What follows belongs to an exercise in optimizing a design on an open flow for small area, a short achievable clock period and few clock cycles; a production flow would make more cautious choices. Only simulation tests tie the RTL to the original design; equivalence was not proved. The clock port is modelled as an ideal driver; clocking choices that lean on that would not hold on a real chip. Power and IR drop assume default switching activity.

## stream_top
module stream_top (
  input  logic                   bus_clk,
  input  logic                   rst_n,
  input  logic                   w32_open,
  input  logic                   w32_wren,
  input  logic [31:0]            w32_data,
  input  logic                   r32_open,
  input  logic                   r32_rden,
  input  logic                   lite_wren,
  input  logic [3:0]             lite_wstrb,
  input  logic                   lite_rden,
  input  logic [31:0]            lite_addr,
  input  logic [31:0]            lite_wr_data,
  input  logic                   mem_wren,
  input  logic [7:0]             mem_wdata,
  input  logic                   mem_rden,
  input  logic [4:0]             mem_addr,
  output logic                   w32_full,
  output logic [31:0]            r32_data,
  output logic                   r32_empty,
  output logic [31:0]            lite_rd_data,
  output logic [7:0]             mem_rdata
);
  stream_pkg::offsets_t offsets;
  stream_pkg::sample_t  offset_sum;
  logic                 offsets_written;
  lite_regs i_lite_regs (
    .bus_clk(bus_clk), .rst_n(rst_n),
    .bus_wren(lite_wren), .bus_wstrb(lite_wstrb), .bus_rden(lite_rden),
    .bus_addr(lite_addr[6:2]),
    .bus_wr_data(lite_wr_data), .bus_rd_data(lite_rd_data),
    .offsets(offsets)
  );
  assign offsets_written = lite_wren && (lite_addr[6:2] < 5'(7));
  offset_stage i_sum (
    .bus_clk(bus_clk), .rst_n(rst_n), .restart(offsets_written),
    .offsets(offsets), .sum(offset_sum)
  );
  byte_ram i_byte_ram (
    .bus_clk(bus_clk), .rst_n(rst_n), .wren(mem_wren), .wdata(mem_wdata),
    .rden(mem_rden), .addr(mem_addr), .rdata(mem_rdata)
  );
  ...
export LEC_CHECK = 0
export CAP_MARGIN = 20
export CORE_MARGIN = 2
export CORE_UTILIZATION = 60
export CTS_BUF_LIST = sky130_fd_sc_hd__clkbuf_16
export CTS_CLUSTER_DIAMETER = 100
export CTS_CLUSTER_SIZE = 20
export SETUP_SLACK_MARGIN = 2.5
export SLEW_MARGIN = 20
export TNS_END_PERCENT = 40
create_clock -name core_clock -period 5.0 [get_ports {bus_clk}]
run.sh (not shown) runs the stock make flow with config.mk's settings and CLKGATE_MAP_FILE= SYNTH_SCRIPT=/design/flow/synth_recipe.tcl, a recipe that flattens the netlist after the stock synthesis.
Testbench counts at the start, summed over its fixed seeds: cycles 2,056.
Then changed:
Settings changed: CORE_UTILIZATION 60 to 50.
=> Count of clock-buffer cells in the layout rises by 1. Utilization drops by 11 points. Routed wire length is higher by 2.1%. Design area rose by 0.86%. Clock power climbs by about 2%.
Then changed:
Settings changed: CORE_UTILIZATION 50 to 60, PLACE_DENSITY set to 0.8, TNS_END_PERCENT 40 to not set.
- The changed run finished with timing, DRC and antenna clean
- final cell count is lower by 5.9%
- non-clock buffer count is lower by 60
- register-to-register slack gets better by 0.02 ns
- clock skew barely changes
- global-route usage is higher by 5.7 points
- core utilization is higher by 12 points


Starting RTL as in the previous note.
clock: 5.0 ns
lec_check: 0
cap_margin: 20
core_margin: 2
core_utilization: 60
cts_buf_list: sky130_fd_sc_hd__clkbuf_16
cts_cluster_diameter: 100
cts_cluster_size: 20
setup_slack_margin: 2.9
slew_margin: 20
tns_end_percent: 40
standard.sh (not shown) runs the stock make flow with config.mk's settings and CLKGATE_MAP_FILE= SYNTH_SCRIPT=/design/flow/synth_recipe.tcl, a recipe that flattens the netlist after the stock synthesis.
==> flow/flow/run.sh <==
#!/bin/bash
# Standard layout, with the delay-cell port buffers swapped for buf_4 after
# clock tree synthesis (flow/swap_io.tcl).
set -euo pipefail
here=$(pwd)
bash standard.sh "POST_CTS_TCL=$here/flow/swap_io.tcl" finish > standard_make.log 2>&1
==> flow/flow/swap_io.tcl <==
# Runs at the end of the standard CTS step. The port buffers the standard
# flow inserts are delay cells (clkdlybuf4s50); sizing that keeps each
# cell's footprint cannot turn them into plain buffers, so swap them for
# buf_4 here, then repair timing and legalise again.
set n 0
foreach inst [get_cells *] {
  if {[string match "sky130_fd_sc_hd__clkdlybuf4s*" [get_property $inst ref_name]]} {
    replace_cell $inst sky130_fd_sc_hd__buf_4
    incr n
  }
}
puts "swap_io: replaced $n delay buffers with buf_4"
estimate_parasitics -placement
repair_timing_helper
detailed_placement
check_placement -verbose
Testbench counts at the start, summed over its fixed seeds: cycles 2,056.
Rerun with:
Settings changed: CORE_UTILIZATION 60 to 50, SETUP_SLACK_MARGIN 2.9 to 2.5.
Synthesized area does not change.
Cell area goes down by about 7%.
Power goes down by 2.9%.
Global-route usage goes down by 8.3 points.
First-iteration DRC count goes down by 20%.
Setup slack degrades by 0.081 ns.
Via count goes down by 5.6%.
Rerun with:
Settings changed: CORE_UTILIZATION 50 to 60.
Design area drops by 0.98%.
Non-clock buffer count came out lower by 36.
Core utilization rises by 11 points.
Wire length is lower by 2.1%.
Sequential share of layout area rose by 0.67 points.
Count of clock-buffer cells in the layout is lower by 1.
Rerun with:
==> flow/run.sh (new file) <==
#!/bin/bash
# synth_recipe.tcl (not shown) runs the flow's synth.tcl, then flattens the netlist and writes it again
# the make line also repeats each setting of config.mk as NAME=value (left out here)
make -C /OpenROAD-flow-scripts/flow DESIGN_CONFIG=/design/flow/config.mk WORK_HOME=/design/flow/orfs CLKGATE_MAP_FILE= SYNTH_SCRIPT=/design/flow/synth_recipe.tcl finish
Settings changed: CORE_UTILIZATION 60 to 70, TNS_END_PERCENT 40 to default.
removed: flow/flow/run.sh
removed: flow/flow/swap_io.tcl
removed: flow/standard.sh
=> The new run went through all stages and came out clean; count of clock-buffer cells in the layout grows by 1; cell area grows by 1.8%; global-route usage went up by 6.0 points; routed wire length shrinks by 0.72%; sequential share of layout area decreases by 1.2 points.
Rerun with:
Settings changed: CORE_UTILIZATION 70 to 60, SETUP_SLACK_MARGIN 2.5 to 3.0.
- global-route usage decreases by 1.7 points
- clock power increases by about 2%
- wire length increases by 15%
- synthesized cell count does not change
- setup slack improved by 0.081 ns
- non-clock buffer count increases by 340
- final area increases by 12%
- die area increases by 16%

## re-timing with driven ports
How much do the figures lean on ideal ports? The routed layouts below were timed once more, with nothing changed but the port constraints.
Step 1 assumes that a clkbuf_16 drives the clock port and a buf_2 every other input.
Step 2 also shifts input and output timing later by t, the mid clock arrival at the registers, as if the neighbouring blocks saw the same clock.
Slacks: ideal ports / drivers / drivers and shift; pairs: ideal ports / drivers.
run | shift t [ns] | setup WS [ns] | worst setup path at the end | cell pins on the clock port's net
the first run of note 1 | 0.736 | 2.470 / 2.468 / 1.746 | input to register | 1
the second run of note 1 | 0.758 | 2.452 / 2.454 / 1.696 | input to register | 1
the third run of note 1 | 0.761 | 2.452 / 2.422 / 1.661 | input to register | 1
the first run of note 2 | 0.745 | 2.542 / 2.504 / 1.759 | input to register | 1
the second run of note 2 | 0.758 | 2.461 / 2.431 / 1.672 | input to register | 1
the third run of note 2 | 0.737 | 2.476 / 2.470 / 1.733 | input to register | 1
the fourth run of note 2 | 0.733 | 2.418 / 2.416 / 1.683 | input to register | 1
the fifth run of note 2 | 0.758 | 2.499 / 2.493 / 1.735 | input to register | 1
After both steps setup and hold are still met in every run listed. For the third run of note 1, which loses most, drivers alone change the setup slack by -0.030 ns; drivers and shift together by -0.791 ns.
